Background: an optimization exercise with open tools, aiming at small area and a short achievable clock period. Do not read the settings as production practice.
Where RTL was checked, it was by simulation tests only, not by an equivalence proof against the original.
For run 5, only the layout was checked, not whether the RTL still works.
Power figures rest on the tool's default switching activity, not on a simulated workload.

--- design/flow/config.mk ---
export PLATFORM = sky130hd
export DESIGN_NAME = rpi_sample_fifo_irq
export DESIGN_NICKNAME = rpi_sample_fifo_irq
export VERILOG_FILES = /design/flow/design.v
export SDC_FILE = /design/flow/constraint.sdc
export NUM_CORES = 4
export LEC_CHECK = 0
export CAP_MARGIN = 20
export CORE_MARGIN = 2
export CORE_UTILIZATION = 40
export CTS_CLUSTER_DIAMETER = 100
export CTS_CLUSTER_SIZE = 25
export SETUP_SLACK_MARGIN = 1.95
export SLEW_MARGIN = 20
--- design/flow/constraint.sdc ---
create_clock -name core_clock -period 4.0 [get_ports {clk_in}]
set_input_delay 0.8000 -clock core_clock [delete_from_list [all_inputs] [get_ports {clk_in}]]
set_output_delay 0.8000 -clock core_clock [all_outputs]
set_load 0.01 [all_outputs]
--- design/flow/design.v ---
`timescale 1ns/1ps
package rpi_sample_fifo_irq_pkg;
  localparam int SAMPLE_WIDTH          = 32;
  localparam int DEFAULT_DEPTH_LOG2    = 6;
  localparam int DEFAULT_IRQ_THRESHOLD = 32;
  localparam int DEFAULT_SYNC_STAGES   = 2;
  typedef enum logic [1:0] {
    IRQ_IDLE    = 2'd0,
    IRQ_ASSERT  = 2'd1,
    IRQ_RELEASE = 2'd2
  } irq_state_e;
endpackage
`timescale 1ns/1ps
module sync_edge_detect #(
  parameter int   STAGES    = 2,
  parameter logic RESET_VAL = 1'b1
) (
  input  logic clk_in,
  input  logic reset,
  input  logic async_in,
  output logic sync_out,
  output logic rise_pulse
);
  logic [STAGES-1:0] sync_q, sync_d;
  logic              prev_q, prev_d;
  always_comb begin
    sync_d = {sync_q[STAGES-2:0], async_in};
    prev_d = sync_q[STAGES-1];
  end
  always_ff @(posedge clk_in) begin
    if (reset) begin
      sync_q <= {STAGES{RESET_VAL}};
      prev_q <= RESET_VAL;
    end else begin
      sync_q <= sync_d;
      prev_q <= prev_d;
    end
  end
  assign sync_out   = sync_q[STAGES-1];
  assign rise_pulse = sync_q[STAGES-1] & ~prev_q;
endmodule
`timescale 1ns/1ps
module rpi_sample_fifo_irq
#(
  parameter int DATA_WIDTH    = rpi_sample_fifo_irq_pkg::SAMPLE_WIDTH,
  parameter int DEPTH_LOG2    = rpi_sample_fifo_irq_pkg::DEFAULT_DEPTH_LOG2,
  parameter int IRQ_THRESHOLD = rpi_sample_fifo_irq_pkg::DEFAULT_IRQ_THRESHOLD,
  parameter int SYNC_STAGES   = rpi_sample_fifo_irq_pkg::DEFAULT_SYNC_STAGES
) (
  input  logic                  clk_in,
  input  logic                  reset,
  input  logic [DATA_WIDTH-1:0] sample_in,
  input  logic                  sample_valid,
  input  logic                  rpi_rd_strobe,
  output logic [DATA_WIDTH-1:0] rpi_data,
  output logic                  rpi_data_valid,
  output logic                  interrupt_enable,
  output logic [DEPTH_LOG2:0]   fifo_level,
  output logic                  overflow,
  output logic                  underflow
);
  localparam int DEPTH   = 2**DEPTH_LOG2;    
  localparam int LEVEL_W = DEPTH_LOG2 + 1;
  localparam int RING    = 8;                
  localparam int RD_GRPS = 4;                
  localparam int RD_ROWS = DEPTH / RD_GRPS;  
  logic [DEPTH-1:0][DATA_WIDTH-1:0] mem_q;
  logic [DATA_WIDTH-1:0] rpi_data_q;
  logic [RING-1:0]    wr_lo_q, wr_hi_q;
  logic [RD_ROWS-1:0] rd_lo_q;
  logic [RD_GRPS-1:0] rd_hi_q;
  logic [LEVEL_W-1:0] level_q, level_d;
  logic               empty_q, empty_d;
  logic               full_q, full_d;
  logic               overflow_q, underflow_q, rpi_data_valid_q;
  logic               irq_q, release_q;
  logic strobe_sync, strobe_rise, pop_pulse;
  logic push_ok, pop_ok;
  sync_edge_detect #(
    .STAGES    (SYNC_STAGES),
    .RESET_VAL (1'b1)
  ) u_strobe_sync (
    .clk_in     (clk_in),
    .reset      (reset),
    .async_in   (rpi_rd_strobe),
    .sync_out   (strobe_sync),
    .rise_pulse (strobe_rise)
  );
  assign pop_pulse = strobe_rise & strobe_sync;
  assign pop_ok    = pop_pulse & ~empty_q;
  logic push_room;
  assign push_room = ~full_q | pop_pulse;
  assign push_ok   = sample_valid & push_room;
  logic [LEVEL_W-1:0] level_inc, level_dec, level_if_push, level_if_idle;
  always_comb begin
    level_inc     = level_q + LEVEL_W'(1);
    level_dec     = level_q - LEVEL_W'(1);
    level_if_push = (pop_ok | full_q) ? level_q : level_inc;
    level_if_idle = pop_ok ? level_dec : level_q;
    level_d       = sample_valid ? level_if_push : level_if_idle;
    empty_d       = sample_valid ? 1'b0 : (pop_ok ? (level_q == LEVEL_W'(1)) : empty_q);
    full_d        = sample_valid ? (full_q | (~pop_ok & (level_q == LEVEL_W'(DEPTH-1))))
                                 : (~pop_ok & full_q);
  end
  always_ff @(posedge clk_in) begin
    if (reset) begin
      wr_lo_q          <= RING'(1);
      wr_hi_q          <= RING'(1);
      rd_lo_q          <= RD_ROWS'(1);
      rd_hi_q          <= RD_GRPS'(1);
      level_q          <= '0;
      empty_q          <= 1'b1;
      full_q           <= 1'b0;
      overflow_q       <= 1'b0;
      underflow_q      <= 1'b0;
      rpi_data_valid_q <= 1'b0;
    end else begin
      if (push_ok) begin
        wr_lo_q <= {wr_lo_q[RING-2:0], wr_lo_q[RING-1]};
        if (wr_lo_q[RING-1]) wr_hi_q <= {wr_hi_q[RING-2:0], wr_hi_q[RING-1]};
      end
      if (pop_ok) begin
        rd_lo_q <= {rd_lo_q[RD_ROWS-2:0], rd_lo_q[RD_ROWS-1]};
        if (rd_lo_q[RD_ROWS-1]) rd_hi_q <= {rd_hi_q[RD_GRPS-2:0], rd_hi_q[RD_GRPS-1]};
      end
      level_q          <= level_d;
      empty_q          <= empty_d;
      full_q           <= full_d;
      overflow_q       <= overflow_q  | (sample_valid & ~push_ok);
      underflow_q      <= underflow_q | (pop_pulse & empty_q);
      rpi_data_valid_q <= rpi_data_valid_q | pop_ok;
    end
  end
  logic [RING-1:0] wr_hi_en;
  fifo_write_gate #(.N(RING)) u_wr_gate (
    .valid     (sample_valid),
    .full      (full_q),
    .rise      (strobe_rise),
    .ring      (wr_hi_q),
    .out       (wr_hi_en)
  );
  for (genvar i = 0; i < DEPTH; i++) begin : g_row
    always_ff @(posedge clk_in) begin
      if (wr_hi_en[i / RING] & wr_lo_q[i % RING]) begin
        mem_q[i] <= sample_in;
      end
    end
  end
  logic [RD_GRPS-1:0][DATA_WIDTH-1:0] rd_grp_d, rd_grp_q;
  for (genvar g = 0; g < RD_GRPS; g++) begin : g_rd_grp
    fifo_read_mux #(.DEPTH(RD_ROWS), .WIDTH(DATA_WIDTH)) u_rd_mux (
      .sel  (rd_lo_q),
      .data (mem_q[g*RD_ROWS +: RD_ROWS]),
      .out  (rd_grp_d[g])
    );
  end
  logic [DATA_WIDTH-1:0] sample_prev_q;
  logic                  bypass_q;
  always_ff @(posedge clk_in) begin
    rd_grp_q      <= rd_grp_d;
    sample_prev_q <= sample_in;
    bypass_q      <= push_ok & empty_q;
  end
  logic [DATA_WIDTH-1:0] rd_data;
  always_comb begin
    rd_data = '0;
    for (int g = 0; g < RD_GRPS; g++) rd_data = rd_data | ({DATA_WIDTH{rd_hi_q[g]}} & rd_grp_q[g]);
    if (bypass_q) rd_data = sample_prev_q;
  end
  always_ff @(posedge clk_in) begin
    if (reset) begin
      rpi_data_q <= '0;
    end else if (pop_ok) begin
      rpi_data_q <= rd_data;
    end
  end
  always_ff @(posedge clk_in) begin
    if (reset) begin
      irq_q     <= 1'b0;
      release_q <= 1'b0;
    end else begin
      irq_q     <= irq_q ? ~empty_q : (~release_q & (level_q >= LEVEL_W'(IRQ_THRESHOLD)));
      release_q <= irq_q & empty_q;
    end
  end
  assign rpi_data         = rpi_data_q;
  assign rpi_data_valid   = rpi_data_valid_q;
  assign interrupt_enable = irq_q;
  assign fifo_level       = level_q;
  assign overflow         = overflow_q;
  assign underflow        = underflow_q;
endmodule
module fifo_write_gate #(
  parameter int N = 8
) (
  input  logic         valid,
  input  logic         full,
  input  logic         rise,
  input  logic [N-1:0] ring,
  output logic [N-1:0] out
);
  assign out = {N{valid & (~full | rise)}} & ring;
endmodule
module fifo_read_mux #(
  parameter int DEPTH = 16,
  parameter int WIDTH = 32
) (
  input  logic [DEPTH-1:0]            sel,
  input  logic [DEPTH-1:0][WIDTH-1:0] data,
  output logic [WIDTH-1:0]            out
);
  localparam int G = 4;
  logic [DEPTH/G-1:0][WIDTH-1:0] grp;
  always_comb begin
    for (int g = 0; g < DEPTH/G; g++) begin
      for (int b = 0; b < WIDTH; b++) begin
        logic [G-1:0] t;
        for (int k = 0; k < G; k++) t[k] = sel[g*G+k] & data[g*G+k][b];
        grp[g][b] = |t;
      end
    end
    for (int b = 0; b < WIDTH; b++) begin
      logic [DEPTH/G-1:0] u;
      for (int g = 0; g < DEPTH/G; g++) u[g] = grp[g][b];
      out[b] = |u;
    end
  end
endmodule
--- design/flow/run.sh ---
#!/bin/bash
# synth_recipe.tcl (not shown) runs the flow's synth.tcl, then flattens the netlist and writes it again
# the make line also repeats each setting of config.mk as NAME=value (left out here)
make -C /OpenROAD-flow-scripts/flow DESIGN_CONFIG=/design/flow/config.mk WORK_HOME=/design/flow/orfs CLKGATE_MAP_FILE= SYNTH_SCRIPT=/design/flow/synth_recipe.tcl finish
==> run summary, run 1 <==
Critical path
On the worst path, the slowest cell contributes a delay of 0.46 ns. The endpoint required time on the critical path is around 3.2 ns. The kind of end point of the critical path is an output pin.

The cell with the largest stage delay on the worst path is sky130_fd_sc_hd__dfxtp_4. The count of buffering cells on the critical path with inverters included is 1. By startpoint and endpoint, the worst setup path is classified as flop to output pin. Traced cell by cell, the critical path runs through buf_6. In this run the worst path has a maximum fanout of 2. The cell type group with the largest total delay on the critical path is flip-flops.

For the worst setup path, the data arrival time is 1.38 ns. The element type at the critical path start is a flop.

Clock tree
The depth of the CTS H-tree is 3. The number of buffers inserted during clock tree synthesis is 102. After clock tree synthesis, the clock-pin slew on the worst setup and hold paths is 0.11 ns.

The maximum root-to-sink buffer count is 3. In this run the clock root is driven by a sky130_fd_sc_hd__clkbuf_16. The clock net sink count is 2294. TritonCTS built the clock tree. The worst-skew pair later-pin latency is 0.79 ns.

Finish
The area overhead of the layout relative to synthesis is 13.9%. The fraction of the core area covered by cells at the end of the flow is between 40% and 50%. The layout net count is 4434. Excluding fillers, the count of instances in the completed layout stands at 7129.

The fraction of layout instances using a drive strength above 1 is 16.0%.

Synth
By area the synthesized netlist is led by sky130_fd_sc_hd__edfxtp_1 (77%), sky130_fd_sc_hd__dfxtp_1 (6.2%), sky130_fd_sc_hd__a221oi_1 (5.6%). For this run, the register share of the synthesized area comes to 83.3%. The count of warnings emitted by yosys is 3. The number of distinct library cells after synthesis is 42. The average cell area after synthesis is 19.2 um^2. The synthesized netlist occupies a cell area of 79800 um^2. Among all flip-flop cells after synthesis, the most frequent one is sky130_fd_sc_hd__edfxtp_1. The number of nets produced by synthesis is 4199. The top cell type by area accounts for around 77% of the synthesized area. For this run, asynchronously set or reset flops after synthesis account for 0%. The leading area contributor after synthesis is sky130_fd_sc_hd__edfxtp_1.

The number of enable flip-flop cells after synthesis is 2048. The gate count after technology mapping is 4159. In this run, synthesis produced a sequential element count of around 2300.

Timing
After layout, the minimum clock period comes to 2.18 ns. The timing-limited maximum frequency is 458 MHz. The final number of setup-violating endpoints is 0. In the post-route analysis, the smallest setup slack over all paths is 1.82 ns. The minimum hold slack is 0.411 ns. Setup repair after global routing could not meet its margin everywhere. The final number of max-transition violations is 0.

The count of endpoints failing hold in the final timing report is 0. For the pin with the worst max-slew slack, the measured transition is between 1 and 1.5 ns. The total negative slack for setup checks is 0 ns. Clock skew on the completed layout was measured at 0.0471 ns. Of the available clock period, the critical path in the final layout requires 54.6%. The worst slew slack as a fraction of its limit is between 15 and 20%.

GRT
The via count of the first global-routing pass is 42910. The first global-routing pass estimated approximately 370 mm of wire. Entering global routing, the biggest net connects 66 pins. The total grt overflow is 0. Global routing consumed, over all layers together, 26.1% of the routing resources.

The initial antenna violation count is 20.

Floorplanning
The area of the die is 203000 um^2. For this design the top-level I/O count stands at 79. In this run the core area contains 163 standard-cell rows. In this run the standard cell core region covers between 150000 and 200000 um^2. For this configuration, the core starts out at a cell density of roughly two fifths. The horizontal die dimension is 451 um. In this run the vertical extent of the chip is 451 um.

Detailed routing
In the routed layout, each cell is associated on average with a via count of 6.58. The residual DRC count is 0. Once detail routing completed, the nets flagged for antenna violations numbered 0. The routed length per instance is 38.6 um. The number of design-rule violations left by the first detailed-router iteration is 8991. After detailed routing, the total wire length is ~280 mm. The length of the first detailed-routing pass in iterations is 10.

The count of vias placed by the detailed router is 46882.

Placement
The final weighted congestion of routability-driven global placement is 0.911. The half-perimeter wire length after detailed placement is between 100 and 150 mm. The pre-CTS setup slack is 0.651 ns. The count of buffers inserted at the top-level ports is between 70 and 80. The number of placed cells counting well taps is 6699.

Power and ir drop
Cell internal power was estimated by the tool at 31.4 mW. The power density relative to cell area is between 400 and 500 nW/um^2. For this design the static power due to leakage is 28.1 nW. The switching part of the total power is 20.8%. The clock network burns 31.3% of the power. Summed over all nets, the switching power comes to 8.25 mW. The sequential cell fraction of total power is approximately two thirds. The maximum VDD drop is 0.000449 V. The combinational share of power is 2.5%.

Run status
The flow ran to the end and the layout has no timing, DRC or antenna violations.

Job
Across the run, the number of max-cap violations was 0.

Min path
The tightest min-delay check is of the primary input to flop type.
-- power by group through the flow --
stage               registers, mW  clock network [mW]  logic, mW
detailed placement           26.8                   0      0.861
global route                 26.2                13.2       1.02
floorplan                    26.7                   0      0.204
finish                       26.2                12.4      0.988
global placement             26.8                   0      0.843
CTS                          26.2                12.5      0.947
-- synthesized netlist by cell type, drive strengths merged (2+ instances only) --
| cell type | instances |
|---|---|
| or2 | 4 |
| dfxtp | 246 |
| a22o | 512 |
| a21oi | 104 |
| nor2 | 46 |
| mux2 | 2 |
| nor2b | 33 |
| nand4 | 128 |
| a221oi | 512 |
| nand2 | 59 |
| nand3 | 13 |
| inv | 12 |
| buf | 22 |
| a222oi | 32 |
| clkbuf | 255 |
| o21ai | 4 |
| o211ai | 2 |
| a211oi | 32 |
| ha | 4 |
| mux2i | 2 |
| or3 | 5 |
| a211o | 2 |
| nor3 | 5 |
| nand2b | 3 |
| and3 | 58 |
| edfxtp | 2048 |
| xnor2 | 2 |
-- worst paths after layout --
| check | from | endpoint | slack (ns) | depth (start not counted) |
|---|---|---|---|---|
| hold / removal | sample_in[4] | mem_q[1572] | 0.41 | 1 |
| setup / recovery | rpi_data_q[28] | rpi_data[28] | 1.82 | 1 |
| hold reg to reg | u_strobe_sync.sync_q[0] | u_strobe_sync.sync_q[1] | 0.45 | 1 |
| setup reg to reg | u_strobe_sync.prev_q | mem_q[2036] | 1.86 | 7 |
-- sequential cells by signal, summed over array words and instances, names as in the netlist --
register,flops
rpi_data_q,32
rd_hi_q,4
rd_grp_q,128
release_q,1
wr_lo_q,8
overflow_q,1
rpi_data_valid_q,1
u_strobe_sync.prev_q,1
full_q,1
empty_q,1
u_strobe_sync.sync_q,2
level_q,7
sample_prev_q,32
rd_lo_q,16
bypass_q,1
underflow_q,1
wr_hi_q,8
mem_q,2048
irq_q,1
-- cells by family (layout without fill, tap and decap cells) --
family                   count (synthesis)  after routing  share of synthesized area (%)
multiplexers                             4              4                         0.0580
other                                    0              6                              0
adder cells (fa/ha/maj)                  4              4                         0.0628
flip-flops                            2294           2294                           83.3
AO/OA/AOI/OAI                         1206           1206                           12.7
XOR/XNOR                                 2              2                         0.0220
AND/OR/NAND/NOR                        360            417                           2.48
buffers and inverters                  289            556                           1.36
-- metal layers --
layer	part of all wire [%]	vias to the layer above	track usage (%)	wire, um
met4	5.4	12	11.0	14700
met2	44	3619	39.7	122000
li1	-	18257	-	-
met3	13	581	6.13	35400
met1	37	24413	36.0	103000
met5	0.049	-	0	134
-- metrics by stage --
stage | cell area (um^2) | power, mW
2_1_floorplan | 80100 | 26.9
3_3_place_gp | 84000 | 27.6
3_5_place_dp | 84000 | 27.6
4_1_cts | 89300 | 39.6
5_1_grt | 90800 | 40.5
6_report | 90800 | 39.7
-- placed cells by master (no fill, tap or decap), drive strengths merged, types with 3 or more instances in the layout --
| master | instances |
|---|---|
| clkinvlp | 7 |
| nand2 | 59 |
| a22o | 512 |
| buf | 340 |
| inv | 9 |
| a211oi | 32 |
| a221oi | 512 |
| o21ai | 4 |
| clkbuf | 196 |
| or3 | 5 |
| a222oi | 32 |
| ha | 4 |
| and3 | 114 |
| nor2b | 33 |
| nand4 | 128 |
| or2 | 4 |
| dfxtp | 246 |
| diode | 6 |
| nand2b | 3 |
| edfxtp | 2048 |
| nor2 | 46 |
| nor3 | 5 |
| a21oi | 104 |
| nand3 | 13 |
-- final cells by class --
| type | count | area [um^2] |
|---|---|---|
| timing repair buffer | 351 | 4310 |
| antenna | 6 | 15.0 |
| tap | 2640 | 3300 |
| fill | 16643 | 107000 |
| clock buffer | 188 | 2970 |
| sequential | 2294 | 66600 |
| multi-input combinational | 1633 | 13500 |
| inverter | 12 | 71.3 |
| clock inverter | 5 | 65.1 |
-- what timing repair did --
item                                    4_1_cts  5_1_grt
pin swaps                                    13       13
hold buffers                                  0        0
endpoints found under the hold margin         0        0
buffers inserted                             75       84
gates cloned                                 63        4
resized for setup                           409       33
endpoints found under the setup margin     2205     1570
==> run 2, diff against run 1 <==
--- a/design/flow/config.mk
+++ b/design/flow/config.mk
@@ -13,2 +13,3 @@
 export SETUP_SLACK_MARGIN = 1.95
 export SLEW_MARGIN = 20
+export SYNTH_HIERARCHICAL = 1
==> run summary, run 2 <==
Power and ir drop
The maximum VDD drop is 0.000350 V. The power density relative to cell area is 438 nW/um^2. The static power due to leakage is roughly 28 nW.

The total chip power is 39.3 mW.

Critical path
The endpoint of the worst setup timing path is rpi_data_q[1]. Of all nets on the critical path, the largest fanout is 5. The endpoint identified for the worst register-to-register timing path is rpi_data_q[1]. The maximum cell stage delay along the critical path is 1.05 ns. The worst register-to-register path begins at rd_hi_q[0]. Measured in cells, the most critical reg-to-reg path has a length of 5. The kind of critical path is flop to flop.

STA classifies the critical path endpoint as a flop. The count of cell instances traversed by the critical path is 5. The start point of the critical path is rd_hi_q[0]. The endpoint arrival time on the critical path is 2.88 ns. The reg2reg setup slack is 1.77 ns. The count of buffering cells on the critical path with inverters included is 1. Broken down by cell family, the worst path's largest delay share belongs to compound AO/OA/AOI/OAI gates. Traced cell by cell, the critical path runs through clkbuf_4, a222oi_1, a211oi_2, a21oi_1, nor2_1. For the worst setup path, the data required time is 4.65 ns.

The element type at the critical path start is a flop. The slowest stage of the critical path is the sky130_fd_sc_hd__a222oi_1 cell.

Synth
The post-synthesis async set-or-reset flop share is 0%. The total of flip-flops plus latches after synthesis is 2294. The post-synthesis sequential area ratio is 82.6%. In the synthesized netlist, the cells that appear most often are sky130_fd_sc_hd__edfxtp_1 (2048), sky130_fd_sc_hd__a22o_1 (512), sky130_fd_sc_hd__a221oi_1 (496). In the synthesized netlist the dominant register cell turns out to be sky130_fd_sc_hd__edfxtp_1.

After synthesis the cells add up to 80400 um^2. Yosys attributes the largest share of cell area to sky130_fd_sc_hd__edfxtp_1 (76%), sky130_fd_sc_hd__dfxtp_1 (6.1%), sky130_fd_sc_hd__a22o_1 (5.6%). The number of enable flip-flop cells after synthesis is just over 2000. In the post-synthesis netlist, the cell with the most instances is sky130_fd_sc_hd__edfxtp_1. The biggest area contributor in the post-synthesis netlist is sky130_fd_sc_hd__edfxtp_1.

Of the post-synthesis cell area, the dominant cell type holds between 70 and 80%. In this run, distinct cell masters in the synthesized netlist total 44. The number of nets produced by synthesis is 4169. The average cell area after synthesis is around 19 um^2.

The count of warnings emitted by yosys is 9. Synthesis produced 4129 cells.

Finish
After the flow finishes, the layout carries non-filler instances totaling 7024. Cells fill between 40% and 50% of the core in the end. In the final layout, the share of cells above drive strength 1 is between 10% and 20%. The number of flip-flops in the largest register is between 2000 and 2500.

The largest registers in the layout are mem_q: 2048 flops, rd_grp_q: 128 flops. For this run, the post-layout net count is 4330. Relative to the synthesized area, the layout overhead comes to 11.7%. After routing the design area is 89900 um^2. In the layout the commonest cells are sky130_fd_sc_hd__edfxtp_1 (2048), sky130_fd_sc_hd__a22o_1 (512), sky130_fd_sc_hd__a221oi_1 (372), sky130_fd_sc_hd__dfxtp_1 (179). The filler cell count is 17002. Counting flops per register, the top entry is mem_q. Leaving out fill and tap cells, the most frequent cell in the layout is sky130_fd_sc_hd__edfxtp_1.

Clock tree
CTS built an H-tree with a depth of 3. No sink is reached through more buffers than the 3 on the longest clock path. In this run, post-CTS hold repair placed 0 buffers. The cell chosen for the clock root is sky130_fd_sc_hd__clkbuf_16. The worst-skew pair later-pin latency is 0.77 ns. The clock tree from TritonCTS is done.

The number of buffers inserted during clock tree synthesis is roughly 100. For this design, the sink count on the clock tree is 2294. The clock transition time at the flip-flop clock pins of the worst setup and hold paths is about 0.10 ns.

Placement
At the end of routability-driven placement, the weighted congestion stood at 0.863. The half-perimeter wire length after detailed placement is ~140 mm. Summing all placed instances gives a cell area of 84300 um^2. The count of buffers inserted at the top-level ports is 78. OpenSTA, run right after detailed placement, puts the worst setup slack at approximately 0.75 ns. The number of placed cells counting well taps is 6745.

Floorplanning
The horizontal die dimension is 452 um. In this run the standard cell core region covers 200000 um^2. The initial core utilization is roughly 40%. The floorplan step defined a die boundary enclosing 205000 um^2. The I/O pin count is 79. In this run the vertical extent of the chip is between 400 and 500 um. The number of rows in the core area is around 160.

Detailed routing
The average vias per placed instance is approximately 6. Before antenna repair, the detailed router went through 6 iterations. In the final routed layout, each cell accounts on average for between 30 and 40 um. The residual DRC count is 0. Once detail routing completed, the nets flagged for antenna violations numbered 0.

The routed layout has 43381 vias. The number of design-rule violations left by the first detailed-router iteration is 6593. The sum of routed wire length over all layers is around 230 mm.

Timing
After layout, the worst path uses 55.7% of the clock period. The final worst clock skew is roughly 0.039 ns. Adding up every negative setup slack in the final design gives 0 ns. The final number of setup-violating endpoints is 0.

The final number of max-transition violations is 0. The transition time at the pin with the least slew margin is about 1.3 ns. The minimum hold slack is slightly above 0.4 ns. The count of endpoints failing hold in the final timing report is 0. Setup repair after global routing could not meet its margin everywhere. In this run the tightest slew margin relative to its limit is between 10% and 20%. Based on the critical path, the design can be clocked at up to 449 MHz. Once routing completed, OpenROAD measured the worst setup slack at 1.77 ns. The smallest clock period supported by the final layout is computed as ~2.2 ns.

GRT
The first-pass GRT wire length is approximately 310 mm. Global routing consumed, on the met2 layer, 31.2% of the routing resources. The pin count of the biggest net entering global routing is roughly 70.

The global routing usage on met3 is under 10%. The overall routing resource usage is 21.6%. The initial antenna violation count was 17. The total grt overflow is 0.

The via count of the first global-routing pass is 40088. The most used routing layer in global routing is met1. The met1 global-route usage is about a third.

Job
The total of max-cap violations is 0.

Min path
The class of the worst hold path is primary input to flop.

Run status
The flow ran to the end and the layout has no timing, DRC or antenna violations.
==> run 2: how the worst min path moves through the flow <==
stage,start,endpoint,slack (ns),cells past startpoint
final,sample_in[18],sample_prev_q[18],0.41,1
after global routing,sample_in[27],mem_q[1787],0.37,1
after CTS,sample_in[27],mem_q[1787],0.36,1
after detailed placement,wr_hi_q[0],wr_hi_q[0],0.47,1
after global placement,mem_q[1458],rd_grp_q[82],0.48,2
after floorplan,u_strobe_sync.sync_q[0],u_strobe_sync.sync_q[1],0.38,1
==> run 2: timing repair <==
action	CTS	global route
endpoints found under the setup margin	2262	1470
buffers inserted	35	50
pin swaps	19	25
cloned	11	1
resized for setup	484	96
==> run 2: cells by family (layout without fill, tap and decap cells) <==
group	after synthesis	count (layout)	synth area share, %
compound gates	1197	1197	12.7
other cells	0	5	0
xor+xnor	1	1	0.0109
flops	2294	2294	82.6
buf+inv	245	468	1.89
mux	13	13	0.171
simple gates	375	386	2.61
fa+ha+maj	4	4	0.0622
==> run 2: metal layers <==
layer  wire, um  part of all wire, %
met5         31                0.013
met4       6860                  3.0
met3      24100                   11
met2     100000                   44
met1      98700                   43
==> run 2: layout make-up <==
class	count	area, um^2	area share [%]
antenna	5	12.5	0.0139
inverter	5	18.8	0.0209
tap	2656	3320	3.70
clock inverter	6	70.1	0.0780
clock buffer	171	2920	3.25
multi-input combinational	1601	13700	15.2
sequential	2294	66600	74.1
timing repair buffer	286	3230	3.59
==> run 2: where the power goes <==
| part | total, mW | internal [mW] | switching, mW |
|---|---|---|---|
| combinational | 0.945 | 0.195 | 0.750 |
| clock | 12.2 | 5.05 | 7.13 |
| sequential | 26.2 | 26.1 | 0.0961 |
==> run 3, diff against run 2 <==
--- a/design/flow/config.mk
+++ b/design/flow/config.mk
@@ -8,8 +8,8 @@
 export CAP_MARGIN = 20
 export CORE_MARGIN = 2
-export CORE_UTILIZATION = 40
+export CORE_UTILIZATION = 45
 export CTS_CLUSTER_DIAMETER = 100
 export CTS_CLUSTER_SIZE = 25
-export SETUP_SLACK_MARGIN = 1.95
+export SETUP_SLACK_MARGIN = 2.0
 export SLEW_MARGIN = 20
 export SYNTH_HIERARCHICAL = 1
==> run summary, run 3 <==
Run status
The run finished with no timing, DRC or antenna violations.

GRT
Entering global routing, the biggest net connects 84 pins. The via count of the first global-routing pass is 41014. The first global-routing pass estimated 339 mm of wire. The initial antenna violation count was 28. The overall routing resource usage is a little over a quarter.

The total grt overflow is 0.

Synth
The gate count after technology mapping is 4129. The leading area contributor after synthesis is sky130_fd_sc_hd__edfxtp_1. Of the synthesized area, sequential elements account for between 80% and 90%.

Yosys mapped a number of flops with a built-in enable equal to slightly above 2000. Yosys instantiated no cell more often than sky130_fd_sc_hd__edfxtp_1. The number of distinct library cells after synthesis is 44. Yosys printed 9 warnings.

Among all flip-flop cells after synthesis, the most frequent one is sky130_fd_sc_hd__edfxtp_1. Ranked by instance count, the synthesized netlist is headed by sky130_fd_sc_hd__edfxtp_1 (2048), sky130_fd_sc_hd__a22o_1 (512), sky130_fd_sc_hd__a221oi_1 (496). The post-synthesis async set-or-reset flop share is 0%. After synthesis, the largest area contributor takes up 76.5% of total cell area. The cell area that synthesis handed to floorplanning was roughly 80000 um^2. A synthesized cell averages approximately 19 um^2. The total of flip-flops plus latches after synthesis is 2294.

Yosys attributes the largest share of cell area to sky130_fd_sc_hd__edfxtp_1 (76%), sky130_fd_sc_hd__dfxtp_1 (6.1%), sky130_fd_sc_hd__a22o_1 (5.6%). Counting every net in the synthesized netlist gives roughly 4200.

Clock tree
In this run, post-CTS hold repair placed 0 buffers. The clock tree from TritonCTS is done. The maximum root-to-sink buffer count is 3. The clock reaches the later pin of the worst-skew pair after 0.76 ns. The tree built by TritonCTS fans out to 2294 sinks. The cell chosen for the clock root is sky130_fd_sc_hd__clkbuf_16. The number of buffers inserted during clock tree synthesis is 102.

The depth of the CTS H-tree is 3. The clock transition time at the flip-flop clock pins of the worst setup and hold paths is 0.10 ns.

Timing
The transition time at the pin with the least slew margin is 1.20 ns. The worst slew slack as a fraction of its limit is 20.3%. The timing-limited maximum frequency is 460 MHz. For the final database, setup skew stands at 0.0475 ns. The final number of max-transition violations is 0. The post-route fraction of the period consumed by the critical path is a little over half. Setup violations remaining at the end of the flow were counted as 0. Setup repair after global routing could not meet its margin everywhere.

The final setup slack of the worst path is 1.82 ns. The count of endpoints failing hold in the final timing report is 0. The minimum hold slack is around 0.37 ns. The smallest clock period supported by the final layout is computed as 2.18 ns. In the final timing run, aggregate negative setup slack is 0 ns.

Critical path
The worst flop-to-flop path startpoint is rd_lo_q[1]. The cell type group with the largest total delay on the critical path is flip-flops. The endpoint identified for the worst register-to-register timing path is rd_grp_q[38].

STA puts the critical path data required time at about 3.2 ns. The highest net fanout along the worst path is 2. For the worst setup path, the data arrival time is 1.38 ns. The kind of critical path is flop to output pin. STA classifies the critical path endpoint as an output pin. In this design, the stage delay of the slowest critical-path cell is 0.48 ns.

The cell with the largest stage delay on the worst path is sky130_fd_sc_hd__dfxtp_4. The element type at the critical path start is a flop. The number of buffers and inverters on the critical path is 1. The reg2reg setup slack is around 1.9 ns. Walking the worst path, the cells encountered are buf_6.

The depth of the worst register-to-register path is 3.

Min path
The min-delay analysis places its worst path in the category primary input to flop. In this run the most critical hold path is launched from sample_in[7]. The worst hold path cell count is 1. The path with the worst hold slack has its endpoint at mem_q[359].

Floorplanning
The floorplan step defined a core boundary enclosing 178000 um^2. The initial core utilization is 45.2%. The floorplan step set the die width to 427 um. The area of the die is 182000 um^2.

The floorplan step set the die height to 427 um. The number of rows in the core area is 155. For this design the top-level I/O count stands at 79.

Finish
The largest registers in the layout are mem_q: 2048 flops, rd_grp_q: 128 flops. Of the cells placed in the final design, the portion with a size suffix greater than 1 is 17.7%. The commonest non-fill, non-tap cell in the layout is sky130_fd_sc_hd__edfxtp_1. The area overhead of the layout relative to synthesis is 12.9%. At the end of the flow, the number of nets in the layout was about 4400. The library cells used most frequently in the layout, excluding fill and tap cells, are sky130_fd_sc_hd__edfxtp_1 (2048), sky130_fd_sc_hd__a22o_1 (510), sky130_fd_sc_hd__a221oi_1 (329), sky130_fd_sc_hd__dfxtp_1 (178), sky130_fd_sc_hd__a221oi_2 (160).

Ranked by flip-flop count, first place goes to mem_q. The number of flip-flops in the largest register is 2048.

Detailed routing
After detailed routing, the average wire length per cell comes to 37.1 um. After detailed routing, the wire length on met1 is 99.9 mm. The count of nets left with antenna violations after detail routing is 0. The detailed-routed wire length on met3 is 27.8 mm. Wires add up to 252 mm. Using the TritonRoute via totals, the vias-per-cell ratio works out to about 6.6. In the routed design, unresolved DRC markers number 0. The routed design uses 115 mm of met2 wire. The top layer used by detailed routing is met5. The number of design-rule violations left by the first detailed-router iteration is 7870. The count of vias placed by the detailed router is 44801.

The pre-antenna-repair detailed-routing pass consisted of 12 iterations.

Job
The total of max-cap violations is 0.

Placement
Routability-driven placement finished with a final weighted congestion of 0.924. The pre-CTS setup slack is a little under 0.7 ns. The count of buffers inserted at the top-level ports is 78. Detailed placement finished with a half-perimeter wire length of 144 mm.

Power and ir drop
The total chip power is between 30 and 40 mW. The static power due to leakage is between 20 and 30 nW. Across the VDD grid, the largest voltage drop is around 0.00035 V.

Power spread over the standard cell area amounts to between 400 and 500 nW/um^2.
run 3: cell families (layout without fill, tap and decap cells):
group | Yosys count | in the layout | synth area share (%)
DFF | 2294 | 2294 | 82.6
AOI/OAI and AO/OA | 1197 | 1197 | 12.7
and+or+nand+nor | 375 | 375 | 2.61
buffers and inverters | 245 | 529 | 1.89
muxes | 13 | 13 | 0.171
adders and majority gates | 4 | 4 | 0.0622
xor gates and xnor gates | 1 | 1 | 0.0109
other | 0 | 15 | 0
run 3: final cells by class:
| cell class | count | area [um^2] |
|---|---|---|
| fill | 14093 | 87300 |
| sequential | 2294 | 66600 |
| multi-input combinational | 1590 | 14000 |
| timing repair buffer | 339 | 4220 |
| tap | 2355 | 2950 |
| clock buffer | 178 | 2880 |
| clock inverter | 7 | 77.6 |
| antenna | 15 | 37.5 |
| inverter | 5 | 18.8 |
run 3: per-stage QoR:
stage | instance area [um^2] | utilization [%] | std cells
floorplan | 80500 | - | 4129
global placement | 84200 | 47.3 | 6477
detailed placement | 84200 | 47.3 | 6477
CTS | 89900 | 50.5 | 6749
global route | 90700 | 51.0 | 6768
finish | 90800 | 51.0 | 6783
run 3: where the power goes:
part	switching, mW	total, mW	leakage [nW]	internal, mW
registers	0.113	26.2	20.5	26.1
clock network	7.22	12.2	1.40	4.97
logic	0.774	0.974	6.27	0.200
run 3: worst max path at each step:
stage | depth (start not counted) | slack, ns | end | startpoint
after floorplan | 4 | 1.86 | mem_q[0] | u_strobe_sync.sync_q[1]
after global placement | 4 | 0.70 | mem_q[200] | sample_valid
after detailed placement | 4 | 0.68 | mem_q[58] | sample_valid
after CTS | 1 | 1.77 | overflow | overflow_q
after global routing | 1 | 1.79 | overflow | overflow_q
final | 1 | 1.82 | overflow | overflow_q
run 3: per-layer routing:
layer	GRT usage (%)	vias up
li1	-	18017
met1	39.7	23756
met2	41.0	2694
met3	4.42	328
met4	8.51	6
met5	0	-
run 3: what timing repair did:
| action | 4_1_cts | 5_1_grt |
|---|---|---|
| resized for setup | 563 | 112 |
| setup endpoints to repair | 2276 | 1491 |
| setup buffers | 86 | 17 |
| pin swaps | 37 | 18 |
| gates cloned | 1 | 2 |
==> run 4, diff against run 3 <==
--- a/design/flow/config.mk
+++ b/design/flow/config.mk
@@ -13,3 +13,2 @@
 export SETUP_SLACK_MARGIN = 2.0
 export SLEW_MARGIN = 20
-export SYNTH_HIERARCHICAL = 1
==> run summary, run 4 <==
Synth
The count of warnings emitted by yosys is 3. The total of flip-flops plus latches after synthesis is 2294. After synthesis, the share of flip-flops with an asynchronous set or reset is 0%. The number of nets produced by synthesis is 4199. The mapped netlist covers 79800 um^2. The commonest cells after synthesis are sky130_fd_sc_hd__edfxtp_1 (2048), sky130_fd_sc_hd__a221oi_1 (512), sky130_fd_sc_hd__a22o_1 (512). The most frequent cell after synthesis is sky130_fd_sc_hd__edfxtp_1.

Sequential cells were found to cover 83.3% of the synthesized design area. The area fraction of the dominant cell type after synthesis is between 70% and 80%. In this run, distinct cell masters in the synthesized netlist total 42.

Synthesis produced 4159 cells. A synthesized cell averages approximately 19 um^2. Yosys mapped a number of flops with a built-in enable equal to roughly 2000. Sorting the synthesized cells by area gives the leading types as sky130_fd_sc_hd__edfxtp_1 (77%), sky130_fd_sc_hd__dfxtp_1 (6.2%), sky130_fd_sc_hd__a221oi_1 (5.6%). The leading area contributor after synthesis is sky130_fd_sc_hd__edfxtp_1. The most used flip-flop cell after synthesis is sky130_fd_sc_hd__edfxtp_1.

Critical path
The cell family contributing the most delay on the critical path is flip-flops. The element type at the critical path start is a flop. Of all nets on the critical path, the largest fanout is 7. Together, buffers and inverters on the worst path number 1. The endpoint required time on the critical path is 3.20 ns.

For the worst setup path, the data arrival time is 1.37 ns. The cell with the largest stage delay on the worst path is sky130_fd_sc_hd__dfxtp_4. The kind of critical path is flop to output pin. For this run, the slowest stage of the critical path takes roughly 0.41 ns.

Traced cell by cell, the critical path runs through buf_8. The kind of end point of the critical path is an output pin.

Floorplanning
The floorplan has 154 rows. From bottom edge to top edge, the die measures 425 um. For this configuration, the core starts out at a cell density of 45.3%. The core region area is 176000 um^2. During I/O placement, the number of pins put on the boundary was between 70 and 80. From left edge to right edge, the die measures 425 um.

The area of the die is 181000 um^2.

Detailed routing
The top layer used by detailed routing is met5. In this run the remaining antenna-violating nets after routing total 0. The routed length per instance is roughly 40 um. The routed design uses 39.6 mm of met3 wire.

The number of design-rule violations left by the first detailed-router iteration is 8980. Summed over all layers, the routed wires come to roughly 290 mm. For this run, the detailed router's first-pass iteration total came to 9. The residual DRC count is 0.

The detailed router put a total of roughly 100 mm of wire on met1. The detailed route wirelength on metal2 is 128 mm. In the routed layout, each cell is associated on average with a via count of 6.88.

The count of vias placed by the detailed router is 48441.

Placement
The half-perimeter wire length after detailed placement is approximately 140 mm. The congestion estimate from routability-driven global placement came to 0.854. The pre-CTS setup slack is 0.667 ns.

The number of placed cells counting well taps is roughly 6400. The count of buffers inserted at the top-level ports is 78.

Finish
The commonest non-fill, non-tap cell in the layout is sky130_fd_sc_hd__edfxtp_1. The finished layout holds 7043 standard cells, fillers aside. The largest registers in the layout are mem_q: 2048 flops, rd_grp_q: 128 flops. The final layout contains 4643 nets. The number of flip-flops in the largest register is 2048.

The multi-input combinational cells in the finished layout cover a total of 13600 um^2. The library cells used most frequently in the layout, excluding fill and tap cells, are sky130_fd_sc_hd__edfxtp_1 (2048), sky130_fd_sc_hd__a22o_1 (512), sky130_fd_sc_hd__a221oi_1 (471), sky130_fd_sc_hd__buf_4 (225), sky130_fd_sc_hd__buf_12 (209). After filler insertion, the fill cell instance count of the layout stands at 13634.

The fraction of layout instances using a drive strength above 1 is 19.8%. The area overhead of the layout relative to synthesis is 17.9%. The fraction of the core area covered by cells at the end of the flow is 53.4%. The register with the most flip-flops is mem_q. Registers take 66600 um^2.

Power and ir drop
The share of total power dissipated in sequential elements is 66.0%. Summed over all cells, the static leakage comes to 29.7 nW. The internal power is 31.4 mW. The combinational share of power is about 2.6%.

The share of total power in the clock network is 31.3%. Net switching is a little over a fifth of the power. The power density relative to cell area is between 400 and 500 nW/um^2. The maximum VDD drop is 0.000422 V.

The analysis attributes to net switching a power of 8.33 mW.

Min path
The tightest min-delay check is of the primary input to flop type.

Timing
The count of endpoints failing hold in the final timing report is 0. The shortest period the worst path allows is 2.17 ns. The timing-limited maximum frequency is 461 MHz.

The final worst clock skew is 0.0562 ns. Setup repair after global routing could not meet its margin everywhere. Setup violations remaining at the end of the flow were counted as 0. The final setup slack of the worst path is 1.83 ns. The final number of max-transition violations was 0.

Across all hold checks on the routed design, the worst slack comes to 0.361 ns. Headroom to the max-slew limit came out at ~17%. The transition time at the pin with the least slew margin is around 1.2 ns. The post-route fraction of the period consumed by the critical path is 54.3%. The total negative slack for setup checks is 0 ns.

Clock tree
The tree is rooted in a sky130_fd_sc_hd__clkbuf_16. Clock tree synthesis inserted a total of around 100 buffers. The clock transition time at the flip-flop clock pins of the worst setup and hold paths is 0.10 ns.

The clock tree from TritonCTS is done. The clock tree synthesis step divided the H-tree into 3 levels. The maximum root-to-sink buffer count is 3. The clock net sink count is 2294. Clock latency on the worst-skew pair, taken at its later pin, is approximately 0.80 ns.

GRT
The total grt overflow is 0. Entering global routing, the biggest net connects 66 pins. The first-pass GRT wire length is 377 mm. The initial antenna violation count was 18. The via count of the first global-routing pass came to 43607. The overall routing resource usage is a little under a third.

Job
The total of max-cap violations is 0.

Run status
The flow ran to the end and the layout has no timing, DRC or antenna violations.
-- run 4: changes by cell type after synthesis, moves of 11 or more --
cell                       previous run  this run
sky130_fd_sc_hd__a221oi_1           496       512
sky130_fd_sc_hd__a221oi_2            16         0
sky130_fd_sc_hd__and2_1              64         0
sky130_fd_sc_hd__and3_1              10        58
sky130_fd_sc_hd__buf_2               38         2
sky130_fd_sc_hd__buf_6               73         0
sky130_fd_sc_hd__clkbuf_1           116       255
sky130_fd_sc_hd__nand2_1             48        59
-- run 4: path summary, 6_finish.rpt --
path	from	slack, ns	cells past startpoint	endpoint
hold / removal	sample_in[3]	0.36	1	mem_q[1859]
setup reg to reg	rd_lo_q[13]	1.85	4	rd_grp_q[107]
hold reg to reg	u_strobe_sync.sync_q[0]	0.43	1	u_strobe_sync.sync_q[1]
setup / recovery	level_q[4]	1.83	1	fifo_level[4]
-- run 4: cells by family after synthesis --
| group | Yosys count | synth area share [%] |
|---|---|---|
| compound gates | 1206 | 12.7 |
| xor+xnor | 2 | 0.0220 |
| fa+ha+maj | 4 | 0.0628 |
| buf+inv | 289 | 1.36 |
| flops | 2294 | 83.3 |
| mux | 4 | 0.0580 |
| simple gates | 360 | 2.48 |
-- run 4: what timing repair did --
item | 4_1_cts | 5_1_grt
gates resized for setup | 419 | 59
hold buffers | 0 | 0
gates cloned | 66 | 19
buffers inserted | 174 | 147
endpoints found under the setup margin | 2230 | 1906
pin swaps | 19 | 13
-- run 4: metal layers --
| layer | GRT usage, % | vias to the layer above |
|---|---|---|
| met3 | 8.67 | 703 |
| met5 | 0 | - |
| met1 | 41.3 | 25012 |
| met2 | 46.3 | 3995 |
| met4 | 13.0 | 15 |
| li1 | - | 18716 |
-- run 4: final cells by class --
class,count,share of cell area [%]
diodes,12,0.0319
clock buffers,182,3.09
clock inverters,11,0.164
inverters,12,0.0759
multi-input cells,1634,14.4
flip-flops and latches,2294,70.9
well taps,2340,3.11
repair buffers,558,8.26
-- run 4: power groups by stage --
stage               clock, mW  combinational, mW  sequential [mW]
floorplan                   0              0.204             26.7
global placement            0              0.854             26.8
detailed placement          0              0.866             26.8
CTS                      12.5              0.978             26.2
global route             13.3               1.07             26.2
finish                   12.5               1.05             26.2
-- run 4: stage by stage --
stage	power, mW	instance area [um^2]
after floorplan	26.9	80100
after global routing	40.6	94000
after detailed placement	27.6	83900
after global placement	27.6	83900
final	39.7	94000
after CTS	39.7	91000
==> run 5, diff against run 4 <==
--- a/design/flow/design.v
+++ b/design/flow/design.v
@@ -147,8 +147,12 @@
     end
   end
+  logic [DEPTH-1:0] rd_sel;
+  always_comb begin
+    for (int i = 0; i < DEPTH; i++) rd_sel[i] = rd_hi_q[i / RD_ROWS] & rd_lo_q[i % RD_ROWS];
+  end
   logic [RD_GRPS-1:0][DATA_WIDTH-1:0] rd_grp_d, rd_grp_q;
   for (genvar g = 0; g < RD_GRPS; g++) begin : g_rd_grp
     fifo_read_mux #(.DEPTH(RD_ROWS), .WIDTH(DATA_WIDTH)) u_rd_mux (
-      .sel  (rd_lo_q),
+      .sel  (rd_sel[g*RD_ROWS +: RD_ROWS]),
       .data (mem_q[g*RD_ROWS +: RD_ROWS]),
       .out  (rd_grp_d[g])
@@ -165,5 +169,5 @@
   always_comb begin
     rd_data = '0;
-    for (int g = 0; g < RD_GRPS; g++) rd_data = rd_data | ({DATA_WIDTH{rd_hi_q[g]}} & rd_grp_q[g]);
+    for (int g = 0; g < RD_GRPS; g++) rd_data = rd_data | rd_grp_q[g];
     if (bypass_q) rd_data = sample_prev_q;
   end
--- a/design/flow/config.mk
+++ b/design/flow/config.mk
@@ -8,7 +8,8 @@
 export CAP_MARGIN = 20
 export CORE_MARGIN = 2
-export CORE_UTILIZATION = 45
+export CORE_UTILIZATION = 40
 export CTS_CLUSTER_DIAMETER = 100
 export CTS_CLUSTER_SIZE = 25
-export SETUP_SLACK_MARGIN = 2.0
+export SETUP_SLACK_MARGIN = 1.95
 export SLEW_MARGIN = 20
+export SYNTH_HIERARCHICAL = 1
==> run summary, run 5 <==
Run status
The flow ran to the end and the layout has no timing, DRC or antenna violations.

Floorplanning
The initial core utilization is between 40 and 50%. The I/O pin count is 79. The floorplan step defined a core boundary enclosing between 150000 and 200000 um^2. The number of rows in the core area is ~160. The horizontal die dimension is 452 um. The floorplan die height is 452 um. The die covers 205000 um^2.

Critical path
The endpoint required time on the critical path is 4.44 ns. Following the worst setup path forward leads to its endpoint at rd_grp_q[17]. The number of cells on the worst reg-to-reg path is 6.

The count of cell instances traversed by the critical path is 6. The worst setup path is captured at a flop. The element type at the critical path start is a flop. The capture instance of the worst register-to-register path is rd_grp_q[17]. For this design, the slowest cell found on the critical path is sky130_fd_sc_hd__nand4_1.

The worst register-to-register path begins at rd_hi_q[0]. The count of buffering cells on the critical path with inverters included is 2. The maximum cell stage delay along the critical path is 0.51 ns. The reg2reg setup slack is around 1.8 ns. The endpoint arrival time on the critical path is 2.69 ns. The start point of the critical path is rd_hi_q[0]. The cell family contributing the most delay on the critical path is simple AND/OR/NAND/NOR gates. Walking the worst path, the cells encountered are buf_6, and2_4, buf_12, a22o_4, a221oi_4, nand4_1. The highest net fanout along the worst path is 16.

The worst setup path is of the flop to flop kind.

Job
The total of max-cap violations is 0.

Detailed routing
The length of the first detailed-routing pass in iterations is 6. The count of nets left with antenna violations after detail routing is 0. The residual DRC count is 0. In the final routed layout, each cell accounts on average for 33.9 um. The average vias per placed instance is 6.12. The count of vias placed by the detailed router is between 40000 and 50000. For this block, the routed nets add up to 244 mm of wire. The number of design-rule violations left by the first detailed-router iteration is 6300.

Finish
The library cell used most frequently in the layout, excluding fill and tap cells, is sky130_fd_sc_hd__edfxtp_1. Of the cells placed in the final design, the portion with a size suffix greater than 1 is 21.0%. The final standard cell count with taps included and fillers excluded is around 7200. The register with the most flip-flops in the final layout is mem_q. The largest registers in the layout are mem_q: 2048 flops, rd_grp_q: 128 flops. The area overhead of the layout relative to synthesis is 14.9%. The layout net count is 4478. The register with the most flip-flops in the layout has 2048 of them.

In the layout the commonest cells are sky130_fd_sc_hd__edfxtp_1 (2048), sky130_fd_sc_hd__a22o_1 (502), sky130_fd_sc_hd__a221oi_1 (265), sky130_fd_sc_hd__a221oi_2 (188), sky130_fd_sc_hd__dfxtp_1 (179).

Timing
After layout, the worst setup slack is about 1.8 ns. The worst slew slack as a fraction of its limit is 19.1%. Setup violations remaining at the end of the flow were counted as 0. The minimum hold slack is 0.332 ns. The final worst clock skew is between 0.03 and 0.04 ns. The timing-limited maximum frequency is roughly 440 MHz. The count of endpoints failing hold in the final timing report is 0. The final number of max-transition violations came to 0.

The total negative slack for setup checks is 0 ns. Setup repair after global routing could not meet its margin everywhere. The transition time at the pin with the least slew margin is 1.21 ns. The worst path in the final design needs a cycle of around 2.2 ns, including I/O delays and setup. The post-route fraction of the period consumed by the critical path is 56.2%.

Clock tree
The clock transition time at the flip-flop clock pins of the worst setup and hold paths is 0.10 ns. TritonCTS built the clock tree. The clock net sink count is 2294. The hold buffer count at cts is 0. The worst-skew pair later-pin latency is 0.76 ns.

The cell chosen for the clock root is sky130_fd_sc_hd__clkbuf_16. In this run the deepest clock path goes through 3 buffers. Clock tree synthesis inserted a total of 102 buffers.

The H-tree was split into 3 levels.

Synth
After synthesis the cells add up to 80400 um^2. Dividing the synthesized area by the synthesized cell count gives 19.3 um^2. In this run, synthesis inferred roughly 2000 flip-flops with an integrated enable. The synthesized design contains 2294 register bits. The flip-flop cell with the highest count after synthesis is sky130_fd_sc_hd__edfxtp_1. The number of distinct library cells after synthesis is 42. The post-synthesis sequential area ratio is 82.6%. During synthesis, Yosys emitted a total of 9 warnings. The most frequent cell after synthesis is sky130_fd_sc_hd__edfxtp_1.

The leading area contributor after synthesis is sky130_fd_sc_hd__edfxtp_1. The post-synthesis async set-or-reset flop share is 0%. In the post-synthesis netlist, the biggest area contributors are sky130_fd_sc_hd__edfxtp_1 (76%), sky130_fd_sc_hd__dfxtp_1 (6.1%), sky130_fd_sc_hd__a22o_1 (5.6%).

Counting every net in the synthesized netlist gives 4218. The commonest cells after synthesis are sky130_fd_sc_hd__edfxtp_1 (2048), sky130_fd_sc_hd__a22o_1 (512), sky130_fd_sc_hd__a221oi_1 (496). Synthesis produced between 4000 and 5000 cells.

The area fraction of the dominant cell type after synthesis is approximately 76%.

GRT
The initial antenna violation count came to 36. Across every metal layer, demand over resource in global routing totals between 20% and 30%. The first-pass GRT wire length is 332 mm. Entering global routing, the biggest net connects between 80 and 90 pins. For this run the aggregate overflow at the end of global routing stands at 0. The via count of the first global-routing pass came to approximately 40000.

Power and ir drop
The static power due to leakage is 28.9 nW. The maximum VDD drop is 0.000340 V. For this design the ratio of total power to cell area is ~430 nW/um^2. Overall power consumption after layout is estimated at 39.6 mW.

Placement
The pre-CTS setup slack is between 0.4 and 0.5 ns. In this run the tool buffered the top-level ports with 78 buffer cells. The final weighted congestion of routability-driven global placement is around 0.9. The number of placed instances, taps included, is 6875.

The half-perimeter wire length after detailed placement is roughly 150 mm.

Min path
The min-delay analysis places its worst path in the category primary input to flop. In this run the most critical hold path is launched from sample_in[1].
## run 5: cell types whose count changed after synthesis, moves of 26 or more
cell / previous run / this run
sky130_fd_sc_hd__nand2_1: 59 / 145
sky130_fd_sc_hd__a222oi_1: 32 / 0
sky130_fd_sc_hd__o21ai_0: 3 / 31
sky130_fd_sc_hd__nor4_1: 1 / 33
sky130_fd_sc_hd__and3_1: 58 / 10
sky130_fd_sc_hd__nor2b_1: 33 / 4
sky130_fd_sc_hd__nor2_1: 46 / 20
sky130_fd_sc_hd__and2_1: 0 / 128
sky130_fd_sc_hd__buf_6: 0 / 72
sky130_fd_sc_hd__clkbuf_1: 255 / 116
sky130_fd_sc_hd__a211oi_1: 32 / 0
sky130_fd_sc_hd__a21oi_1: 104 / 65
sky130_fd_sc_hd__buf_2: 2 / 31
## run 5: logic make-up (layout without fill, tap and decap cells)
logic type	count (synthesis)	in the layout	share of synthesized area (%)
AO/OA/AOI/OAI	1132	1132	12.0
XOR/XNOR	2	2	0.0218
adder cells (fa/ha/maj)	4	4	0.0622
buffers and inverters	234	561	1.81
flip-flops	2294	2294	82.6
multiplexers	13	13	0.171
other	0	16	0
AND/OR/NAND/NOR	499	518	3.38
## run 5: how the worst min path moves through the flow
stage	end	slack (ns)	cells after the start
after CTS	mem_q[577]	0.29	1
after global placement	u_strobe_sync.sync_q[1]	0.45	1
final	mem_q[705]	0.33	1
after floorplan	u_strobe_sync.sync_q[1]	0.38	1
after global routing	mem_q[577]	0.32	1
after detailed placement	u_strobe_sync.sync_q[1]	0.45	1
## run 5: cell type report
class                   instances  area [um^2]
diodes                         16         40.0
inverters                       5         18.8
well taps                    2656         3320
multi-input cells            1669        15200
fillers                     16741       107000
clock inverters                 6         88.8
repair buffers                366         4160
clock buffers                 184         2990
flip-flops and latches       2294        66600
## run 5: per-stage QoR
stage          cell area, um^2  utilization (%)
2_1_floorplan            80500                -
3_3_place_gp             84900             42.5
3_5_place_dp             84900             42.5
4_1_cts                  91400             45.7
5_1_grt                  92400             46.2
6_report                 92400             46.2
## run 5: layer usage
metal | vias up | wire (um) | track usage [%]
met2 | 2264 | 118000 | 37.7
li1 | 18203 | - | -
met5 | - | 97 | 0
met3 | 314 | 21100 | 2.86
met1 | 23217 | 95700 | 31.8
met4 | 14 | 9880 | 8.23
## run 5: worst register-to-register path: cells and delay by family, from the launching register on
family                 cells  cell delay, ns
buffers and inverters      2            0.31
AND/OR/NAND/NOR            2            0.70
AO/OA/AOI/OAI              2            0.51
flip-flops                 1            0.40
## run 5: report_power, final
| group | internal, mW | total [mW] | leakage, nW | switching [mW] |
|---|---|---|---|---|
| clock network | 5.20 | 12.4 | 1.46 | 7.20 |
| logic | 0.205 | 0.956 | 7.01 | 0.751 |
| registers | 26.1 | 26.2 | 20.5 | 0.108 |
## run 5: what timing repair did
action                     in CTS  in global routing
resized for setup             800                117
setup endpoints to repair    2266                949
buffers inserted               58                 27
cloned                         24                  5
pin swaps                      48                 40

-- port drivers added, routing unchanged --
The results above use ideal ports. As a check the final layouts listed here were re-extracted and re-timed, cells and wires unchanged.
Step 1 sets driving cells, clkbuf_16 on the clock port and buf_2 on the other inputs (assumed; they add their load-dependent delay and slew).
Step 2 moves the port delays by t, midway between the first and last clock arrival at a register: inputs arrive t later, outputs are due t later. That takes back most of the time a late clock gives input paths.
a / b / c = no drivers / after step 1 / after step 2; a / b = the first two.
| run | t (ns) | setup slack, ns | clock arrival spread, ns | slew at the worst register clock pin (ns) | worst data-port slew with drivers (ns) |
|---|---|---|---|---|---|
| run 1 | 0.843 | 1.817 / 1.738 / 1.263 | 0.047 / 0.047 | 0.11 / 0.11 | 0.10 |
| run 2 | 0.833 | 1.772 / 1.750 / 1.105 | 0.041 / 0.040 | 0.11 / 0.11 | 0.19 |
| run 3 | 0.832 | 1.825 / 1.735 / 1.349 | 0.050 / 0.050 | 0.11 / 0.11 | 0.14 |
| run 4 | 0.867 | 1.829 / 1.740 / 1.328 | 0.066 / 0.066 | 0.11 / 0.11 | 0.14 |
| run 5 | 0.834 | 1.752 / 1.752 / 1.258 | 0.046 / 0.046 | 0.10 / 0.10 | 0.06 |
After both steps every run listed still meets setup and hold. For run 2, which loses most, drivers alone change the setup slack by -0.022 ns; drivers and shift together by -0.667 ns.
